This design comes from an exercise in tuning for small area and a short achievable clock period on the open sky130 flow, not from production work.
Only simulation tests tie the RTL to the original design; equivalence was not proved.
Power is estimated from default activity; no workload was simulated.

`run.sh`:
```
#!/bin/bash
# synth_recipe.tcl (not shown) runs the flow's synth.tcl, then flattens the netlist and writes it again
# the make line also repeats each setting of config.mk as NAME=value (left out here)
make -C /OpenROAD-flow-scripts/flow DESIGN_CONFIG=/design/flow/config.mk WORK_HOME=/design/flow/orfs CLKGATE_MAP_FILE= SYNTH_SCRIPT=/design/flow/synth_recipe.tcl finish
```
`config.mk`:
```
export PLATFORM = sky130hd
export DESIGN_NAME = jjn_dither_top
export DESIGN_NICKNAME = jjn_dither_top
export VERILOG_FILES = /design/flow/design.v
export SDC_FILE = /design/flow/constraint.sdc
export NUM_CORES = 4
export LEC_CHECK = 0
export CAP_MARGIN = 20
export CORE_MARGIN = 2
export CORE_UTILIZATION = 40
export SLEW_MARGIN = 20
```
`constraint.sdc`:
```
create_clock -name core_clock -period 6.5 [get_ports {clk}]
set_input_delay 1.3000 -clock core_clock [delete_from_list [all_inputs] [get_ports {clk}]]
set_output_delay 1.3000 -clock core_clock [all_outputs]
set_load 0.01 [all_outputs]
```
`design.v`:
```
package dither_pkg;
    localparam int PIX_W = 8;
    localparam int ERR_W = 10;
    localparam int SUM_W = ERR_W + 1;
    localparam int RGB_W = 24;
    localparam int LINE_TOTAL = 24;
    localparam int HBLANK_MIN = 2;
    localparam int LINE_FIFO_DEPTH = LINE_TOTAL - 5;
    localparam int FIFO_PTR_W = $clog2(LINE_FIFO_DEPTH);
    localparam int FIFO_W = PIX_W + 3;
    localparam int LATENCY = 2 * LINE_TOTAL + 3;
    localparam int THRESHOLD = 128;
    localparam int WHITE = 255;
    localparam int TAPS_NEAR = HBLANK_MIN;
    localparam int TAPS_FAR = 2 * HBLANK_MIN + 1;
endpackage
import dither_pkg::*;
module diffusion_row
#(
    parameter int TAPS = TAPS_FAR
) (
    input  logic                    clk,
    input  logic                    rst,
    input  logic [PIX_W-1:0]        value_in,
    input  logic                    de_in,
    input  logic                    hs_in,
    input  logic                    vs_in,
    input  logic [TAPS-1:0][ERR_W-1:0] err_in,
    output logic [PIX_W-1:0]        value_out,
    output logic                    de_out,
    output logic                    hs_out,
    output logic                    vs_out
);
    logic [PIX_W-1:0] stage_val [TAPS];
    logic [PIX_W-1:0] clip_val  [TAPS];
    logic [TAPS-1:0]  stage_de;
    logic [TAPS-1:0]  stage_hs;
    logic [TAPS-1:0]  stage_vs;
    function automatic logic [PIX_W-1:0] clip_add(
        input logic [PIX_W-1:0]        pix,
        input logic signed [ERR_W-1:0] share
    );
        logic signed [SUM_W-1:0] sum;
        sum = $signed({{(SUM_W - PIX_W){1'b0}}, pix})
            + $signed({{(SUM_W - ERR_W){share[ERR_W-1]}}, share});
        if (sum < 0) begin
            clip_add = {PIX_W{1'b0}};
        end else if (sum > WHITE) begin
            clip_add = PIX_W'(WHITE);
        end else begin
            clip_add = sum[PIX_W-1:0];
        end
    endfunction
    always_comb begin
        for (int k = 0; k < TAPS; k++) begin
            clip_val[k] = clip_add(stage_val[k], $signed(err_in[k]));
        end
    end
    always_ff @(posedge clk) begin
        if (rst) begin
            for (int k = 0; k < TAPS; k++) begin
                stage_val[k] <= '0;
            end
            stage_de <= '0;
            stage_hs <= '0;
            stage_vs <= '0;
        end else begin
            stage_val[0] <= value_in;
            for (int k = 1; k < TAPS; k++) begin
                stage_val[k] <= clip_val[k-1];
            end
            stage_de[0] <= de_in;
            stage_hs[0] <= hs_in;
            stage_vs[0] <= vs_in;
            for (int k = 1; k < TAPS; k++) begin
                stage_de[k] <= stage_de[k-1];
                stage_hs[k] <= stage_hs[k-1];
                stage_vs[k] <= stage_vs[k-1];
            end
        end
    end
    assign value_out = clip_val[TAPS-1];
    assign de_out    = stage_de[TAPS-1];
    assign hs_out    = stage_hs[TAPS-1];
    assign vs_out    = stage_vs[TAPS-1];
endmodule
import dither_pkg::*;
module line_fifo
(
    input  logic             clk,
    input  logic             rst,
    input  logic [PIX_W-1:0] value_in,
    input  logic             de_in,
    input  logic             hs_in,
    input  logic             vs_in,
    output logic [PIX_W-1:0] value_out,
    output logic             de_out,
    output logic             hs_out,
    output logic             vs_out
);
    logic [FIFO_W-1:0]     mem [LINE_FIFO_DEPTH];
    logic [FIFO_PTR_W-1:0] ptr;
    logic [FIFO_PTR_W-1:0] ptr_next;
    logic [FIFO_PTR_W-1:0] fill_cnt;
    logic                  filled;
    logic [FIFO_W-1:0]     out_q;
    assign ptr_next = (ptr == FIFO_PTR_W'(LINE_FIFO_DEPTH - 1)) ? '0 : ptr + 1'b1;
    assign filled = (fill_cnt == FIFO_PTR_W'(LINE_FIFO_DEPTH - 1));
    always_ff @(posedge clk) begin
        mem[ptr] <= {vs_in, hs_in, de_in, value_in};
    end
    always_ff @(posedge clk) begin
        if (rst) begin
            ptr      <= '0;
            fill_cnt <= '0;
            out_q    <= '0;
        end else begin
            ptr <= ptr_next;
            if (!filled) begin
                fill_cnt <= fill_cnt + 1'b1;
            end
            out_q <= filled ? mem[ptr_next] : '0;
        end
    end
    assign {vs_out, hs_out, de_out, value_out} = out_q;
endmodule
import dither_pkg::*;
module jjn_quantizer
(
    input  logic                    clk,
    input  logic                    rst,
    input  logic [PIX_W-1:0]        value_in,
    input  logic                    de_in,
    input  logic                    hs_in,
    input  logic                    vs_in,
    output logic [TAPS_NEAR-1:0][ERR_W-1:0] err_cur,
    output logic [TAPS_FAR-1:0][ERR_W-1:0] err_next,
    output logic [TAPS_FAR-1:0][ERR_W-1:0] err_far,
    output logic [RGB_W-1:0]        dout,
    output logic                    de_out,
    output logic                    hs_out,
    output logic                    vs_out
);
    logic [PIX_W-1:0] cur_val;
    logic             cur_de;
    logic             cur_hs;
    logic             cur_vs;
    logic [PIX_W-1:0]        bin_val;
    logic signed [ERR_W-1:0] err;
    logic signed [ERR_W-1:0] w7;
    logic signed [ERR_W-1:0] w5;
    logic signed [ERR_W-1:0] w3;
    logic signed [ERR_W-1:0] w1;
    always_ff @(posedge clk) begin
        if (rst) begin
            cur_val <= '0;
            cur_de  <= 1'b0;
            cur_hs  <= 1'b0;
            cur_vs  <= 1'b0;
        end else begin
            cur_val <= value_in;
            cur_de  <= de_in;
            cur_hs  <= hs_in;
            cur_vs  <= vs_in;
        end
    end
    assign bin_val = (cur_val >= PIX_W'(THRESHOLD)) ? PIX_W'(WHITE) : '0;
    assign err = cur_de ? $signed({{(ERR_W - PIX_W){1'b0}}, cur_val})
                        - $signed({{(ERR_W - PIX_W){1'b0}}, bin_val})
                        : '0;
    assign w7 = (err >>> 4) + (err >>> 3) - (err >>> 5);
    assign w5 = (err >>> 3) - (err >>> 6);
    assign w3 = err >>> 4;
    assign w1 = (err >>> 6) + (err >>> 7);
    assign err_cur[0] = w5;
    assign err_cur[1] = w7;
    assign err_next[0] = w3;
    assign err_next[1] = w5;
    assign err_next[2] = w7;
    assign err_next[3] = w5;
    assign err_next[4] = w3;
    assign err_far[0] = w1;
    assign err_far[1] = w3;
    assign err_far[2] = w5;
    assign err_far[3] = w3;
    assign err_far[4] = w1;
    assign dout   = cur_de ? {3{bin_val}} : '0;
    assign de_out = cur_de;
    assign hs_out = cur_hs;
    assign vs_out = cur_vs;
endmodule
import dither_pkg::*;
module jjn_dither_top
(
    input  logic             clk,
    input  logic             rst,
    input  logic [RGB_W-1:0] rgb,
    input  logic             de,
    input  logic             hs,
    input  logic             vs,
    output logic [RGB_W-1:0] dout,
    output logic             de_out,
    output logic             hs_out,
    output logic             vs_out
);
    logic [PIX_W-1:0] gray;
    logic [PIX_W-1:0] gray_q;
    logic             de_q;
    logic             hs_q;
    logic             vs_q;
    logic [PIX_W-1:0] far_val;
    logic             far_de;
    logic             far_hs;
    logic             far_vs;
    logic [PIX_W-1:0] far_dly_val;
    logic             far_dly_de;
    logic             far_dly_hs;
    logic             far_dly_vs;
    logic [PIX_W-1:0] next_val;
    logic             next_de;
    logic             next_hs;
    logic             next_vs;
    logic [PIX_W-1:0] next_dly_val;
    logic             next_dly_de;
    logic             next_dly_hs;
    logic             next_dly_vs;
    logic [PIX_W-1:0] cur_val;
    logic             cur_de;
    logic             cur_hs;
    logic             cur_vs;
    logic [TAPS_FAR-1:0][ERR_W-1:0] err_far;
    logic [TAPS_FAR-1:0][ERR_W-1:0] err_next;
    logic [TAPS_NEAR-1:0][ERR_W-1:0] err_cur;
    assign gray = {2'b00, rgb[7:2]} + {1'b0, rgb[15:9]} + {2'b00, rgb[23:18]};
    always_ff @(posedge clk) begin
        if (rst) begin
            gray_q <= '0;
            de_q   <= 1'b0;
            hs_q   <= 1'b0;
            vs_q   <= 1'b0;
        end else begin
            gray_q <= gray;
            de_q   <= de;
            hs_q   <= hs;
            vs_q   <= vs;
        end
    end
    diffusion_row #(.TAPS(TAPS_FAR)) far_row (
        .clk(clk), .rst(rst), .value_in(gray_q), .de_in(de_q), .hs_in(hs_q), .vs_in(vs_q),
        .err_in(err_far), .value_out(far_val), .de_out(far_de), .hs_out(far_hs),
        .vs_out(far_vs)
    );
    line_fifo far_fifo (
        .clk(clk), .rst(rst), .value_in(far_val), .de_in(far_de), .hs_in(far_hs),
        .vs_in(far_vs), .value_out(far_dly_val), .de_out(far_dly_de),
        .hs_out(far_dly_hs), .vs_out(far_dly_vs)
    );
    diffusion_row #(.TAPS(TAPS_FAR)) next_row (
        .clk(clk), .rst(rst), .value_in(far_dly_val), .de_in(far_dly_de),
        .hs_in(far_dly_hs), .vs_in(far_dly_vs), .err_in(err_next), .value_out(next_val),
        .de_out(next_de), .hs_out(next_hs), .vs_out(next_vs)
    );
    line_fifo next_fifo (
        .clk(clk), .rst(rst), .value_in(next_val), .de_in(next_de), .hs_in(next_hs),
        .vs_in(next_vs), .value_out(next_dly_val), .de_out(next_dly_de),
        .hs_out(next_dly_hs), .vs_out(next_dly_vs)
    );
    diffusion_row #(.TAPS(TAPS_NEAR)) cur_row (
        .clk(clk), .rst(rst), .value_in(next_dly_val), .de_in(next_dly_de),
        .hs_in(next_dly_hs), .vs_in(next_dly_vs), .err_in(err_cur), .value_out(cur_val),
        .de_out(cur_de), .hs_out(cur_hs), .vs_out(cur_vs)
    );
    jjn_quantizer quantizer_i (
        .clk(clk), .rst(rst), .value_in(cur_val), .de_in(cur_de), .hs_in(cur_hs),
        .vs_in(cur_vs), .err_cur(err_cur), .err_next(err_next), .err_far(err_far),
        .dout(dout), .de_out(de_out), .hs_out(hs_out), .vs_out(vs_out)
    );
endmodule
```
==> out/qor.csv <==
stage;metric;value;unit
run_status;status;finished clean;
setup_path;Largest delay share family, worst path;compound AO/OA/AOI/OAI gates;
setup_path;Critical R2R Launch;quantizer_i.cur_val[6]$_SDFF_PP0_;
setup_path;CP max stage delay;0.47;ns
setup_path;Reg2Reg Depth;25;
final_layout;antenna diode count;0;
timing;Max Clk Rate;0.164;GHz
min_path;Hold WC Path Type;flip-flop to flip-flop;
timing;normalized max-slew margin;0.282;
setup_path;Worst Path Arrival;6.64;ns
drt;final wirelength;62200;um
synth;Syn Nets;2575;
floorplanning;die height;268;um
setup_path;RR Endpoint;next_row.stage_val[3][5]$_SDFF_PP0_;
synth;post-synth cell types;63;
floorplanning;I/O pins;56;
synth;Ys Warns;9;
final_layout;synthesis-to-layout area growth;14.7;%
synth;Gate Count Post-Synth;2376;
pwr;LEAKAGE;11.9;nW
setup_path;most used cell, CP;ha_1;
synth;Seq/Total Area, Yosys;0.589;
timing;RSZ-0062 raised after global routing;false;
timing;Hold Fails Final Rpt;0;
timing;max-slew violations;0;
setup_path;Critical Path Start;quantizer_i.cur_val[6]$_SDFF_PP0_;
clock_tree;H-tree depth;3;
pwr;NetSw;1.98;mW
setup_path;Worst Path Max Fanout;8;
setup_path;Critical Path Source Type;flip-flop;
pwr;Sequential Power Share;0.490;
placed_design;hpwl dp;39100;um
global_route;global-route wire length before repair;97800;um
final_layout;Layout Nets;2645;
final_layout;Final Cell Area;0.0321;sq mm
pwr;switch share;0.229;
timing;skew final;0.0396;ns
floorplanning;die area;0.0721;sq mm
synth;post-synthesis async set-or-reset flop share;0;
drt;DR iter-0 viols;1345;
timing;Final Cycle Share;0.939;
floorplanning;die width;268;um
clock_tree;clock latency (worst-skew pair);0.62;ns
setup_path;Setup Crit Path Kind;flip-flop to flip-flop;
setup_path;CP bufs+invs;2;
setup_path;Worst EP required;7.04;ns
global_route;largest net degree at the start of global routing;54;
floorplanning;core area;0.0689;sq mm
min_path;WHS Endpoint;cur_row.stage_hs[1]$_SDFF_PP0_;
global_route;initial antenna violation count;1;
setup_path;Worst setup EP type;flip-flop;
setup_path;R2R Setup Slk;0.40;ns
clock_tree;clock buffer count from CTS;69;
drt;vias;17880;
setup_path;critical path's slowest cell;or4b_4;
placed_design;# port buffers;50;
floorplanning;std cell rows;96;
clock_tree;CTS tree;yes;
drt;Pre-antenna DRT Iters;5;
pwr;part of the power in combinational logic;0.065;
placed_design;gpl congestion;0.838;
pwr;pwr dens;270;mW/mm^2
pwr;internal power;6.67;mW
synth;Post-Syn Area;0.0280;sq mm
synth;Mean Syn Cell Area;11.8;sq um
min_path;min-delay src;cur_row.stage_hs[0]$_SDFF_PP0_;
pwr;part of the power in the clock network;0.445;
global_route;aggregate global-route resource usage;0.175;
timing;worst-margin pin slew;1.07;ns
drt;Avg Vias per Cell;5.21;
drt;ANT nets after route;0;
placed_design;Post-DP Area;0.0296;sq mm
floorplanning;initial cell density of the core;0.406;
clock_tree;cell chosen for the clock root;clkbuf_16;
synth;Synth Flop Type;edfxtp_1;
timing;final setup fails;0;
drt;drt wl/cell;18.1;um
final_layout;final core utilization;0.465;
drt;DRC violations left;0;
pwr;worst vdd ir;0.198;mV
global_route;vias in the first global route;17957;
clock_tree;clock sink count;614;
synth;post-synthesis register bit count;614;
global_route;total global routing overflow;0;
synth;number of synthesized flops with an enable pin;418;
min_path;hold path depth;1;
clock_tree;Max clock buf depth;3;
clock_tree;Reg clk slew, reported paths;0.06;ns
final_layout;layout cells sized above 1;0.111;
timing;min Tclk post-route;6.10;ns
run;max-cap violation count;0;
[flip-flops by register name, summed over array words and instances (netlist names), 5 cells and up]
name / flops
far_fifo.mem: 209
next_fifo.mem: 209
far_row.stage_val: 40
next_row.stage_val: 40
cur_row.stage_val: 16
far_fifo.out_q: 11
next_fifo.out_q: 11
gray_q: 8
quantizer_i.cur_val: 8
far_fifo.fill_cnt: 5
far_fifo.ptr: 5
far_row.stage_de: 5
far_row.stage_hs: 5
far_row.stage_vs: 5
next_fifo.fill_cnt: 5
next_fifo.ptr: 5
next_row.stage_de: 5
next_row.stage_hs: 5
next_row.stage_vs: 5
[per-layer routing]
layer | wire, um | global-route usage | up-vias
li1 | - | - | 8664
met1 | 27900 | 0.235 | 8655
met2 | 29600 | 0.290 | 460
met3 | 3230 | 0.0263 | 101
met4 | 1510 | 0.0596 | 0
met5 | 0 | 0 | -
[cells by family (layout without fill, tap and decap cells)]
logic type	after synthesis	after routing	share of synthesized area
XOR/XNOR	106	106	0.0337
AO/OA/AOI/OAI	527	527	0.113
buffers and inverters	229	356	0.0350
flip-flops	614	614	0.589
multiplexers	113	113	0.0426
AND/OR/NAND/NOR	617	617	0.104
adder cells (fa/ha/maj)	170	170	0.0828
[power by group through the flow]
stage	clock, mW	sequential, mW	combinational (mW)
floorplan	0	4.32	0.392
global placement	0	4.32	0.552
detailed placement	0	4.32	0.562
CTS	3.94	4.24	0.565
global route	4.10	4.25	0.620
finish	3.85	4.24	0.560
[what timing repair did]
action,in CTS,in global routing
resized for setup,2,36
hold buffers,0,0
endpoints found under the setup margin,15,48
buffers inserted,0,3
pin swaps,0,4
[layout make-up]
class                           instances  area, sq um
Timing Repair Buffer                  121         1050
Clock buffer                           96         1910
Tap cell                              931         1160
Sequential cell                       614        16500
Inverter                              107          402
Clock inverter                         32          365
Multi-Input combinational cell       1533        10700
Fill cell                            6227        36900
[how the worst max path moves through the flow]
stage          slack [ns]                                   to  cells after the start
3_5_place_dp        -0.07  next_row.stage_val[3][5]$_SDFF_PP0_                     24
6_report             0.40  next_row.stage_val[3][5]$_SDFF_PP0_                     25
4_1_cts              0.04         far_fifo.mem[8][0]$_DFFE_PP_                     21
3_3_place_gp         0.05  next_row.stage_val[3][7]$_SDFF_PP0_                     24
5_1_grt              0.04   cur_row.stage_val[1][6]$_SDFF_PP0_                     28
2_1_floorplan        0.68  next_row.stage_val[3][2]$_SDFF_PP0_                     23
[stage by stage]
| stage | total power [mW] | TNS [ns] | cells | setup WS, ns | hold WS [ns] |
|---|---|---|---|---|---|
| final | 8.65 | 0 | 3434 | 0.399 | 0.431 |
| after global routing | 8.97 | 0 | 3434 | 0.0424 | 0.454 |
| after CTS | 8.75 | 0 | 3430 | 0.0395 | 0.433 |
| after detailed placement | 4.89 | -0.465 | 3302 | -0.0670 | 0.420 |
| after floorplan | 4.71 | 0 | 2376 | 0.675 | 0.414 |
| after global placement | 4.87 | 0 | 3302 | 0.0532 | 0.419 |
[Yosys cell counts, types with 3 or more instances]
library cell,number,area (sq um)
a211oi_1,16,120
a21boi_0,8,60.1
a21o_1,24,180
a21oi_1,202,1010
a221oi_1,22,193
a31oi_1,52,325
and2_1,6,37.5
and3_1,8,50.1
buf_2,14,70.1
buf_4,25,188
clkbuf_1,80,300
dfxtp_1,196,3920
edfxtp_1,418,12600
fa_1,25,500
ha_1,145,1810
inv_1,106,398
mux2_2,48,541
mux2i_1,65,651
nand2_1,231,867
nand2b_1,36,225
nand3_1,61,305
nor2_1,111,417
nor2b_1,96,601
nor3_1,39,195
nor4_1,4,25.0
o211ai_1,18,135
o21a_1,27,203
o21ai_0,117,586
o21bai_1,15,113
o221ai_1,4,35.0
o22ai_1,3,18.8
o41ai_1,3,26.3
or2_2,9,56.3
xnor2_1,56,490
xor2_1,48,420
[cell usage in the layout (no fill, tap or decap), drive strengths merged, types with 18 or more instances in the layout]
cell type	synthesis	routed
ha	145	145
inv	107	111
buf	42	72
nor3	40	40
fa	25	25
nand3	61	61
nand2	231	231
mux2	48	48
o21a	28	28
clkdlybuf4s50	0	49
a31oi	52	52
clkbuf	80	96
edfxtp	418	418
nor2	113	113
mux2i	65	65
o21ai	118	118
xor2	48	48
nor2b	96	96
dfxtp	196	196
nand2b	36	36
a21oi	204	204
clkinv	0	24
a21o	24	24
xnor2	58	58
o211ai	18	18
a221oi	22	22

[separate check: timing with driven ports]
The results above use ideal ports. As a check the final layout listed here was re-extracted and re-timed, cells and wires unchanged. Step 1, drivers: a clkbuf_16 drives clk and a buf_2 each remaining input, both assumed. Step 2 adds t to the input delays and takes it off the output delays; t is the mean of the earliest and latest rising clock arrival at the registers after step 1. Input paths then give back, and output paths get back, about the clock's delay inside the block. a / b / c = no drivers / after step 1 / after step 2; a / b = the first two.
t, ns: 0.667
slack for setup (ns): 0.399 / 0.399 / 0.399
hold WS [ns]: 0.431 / 0.431 / 0.431
After both steps this run still meets setup and hold. The setup slack of this run moves by 0.000 ns with the drivers and by 0.000 ns with both steps.
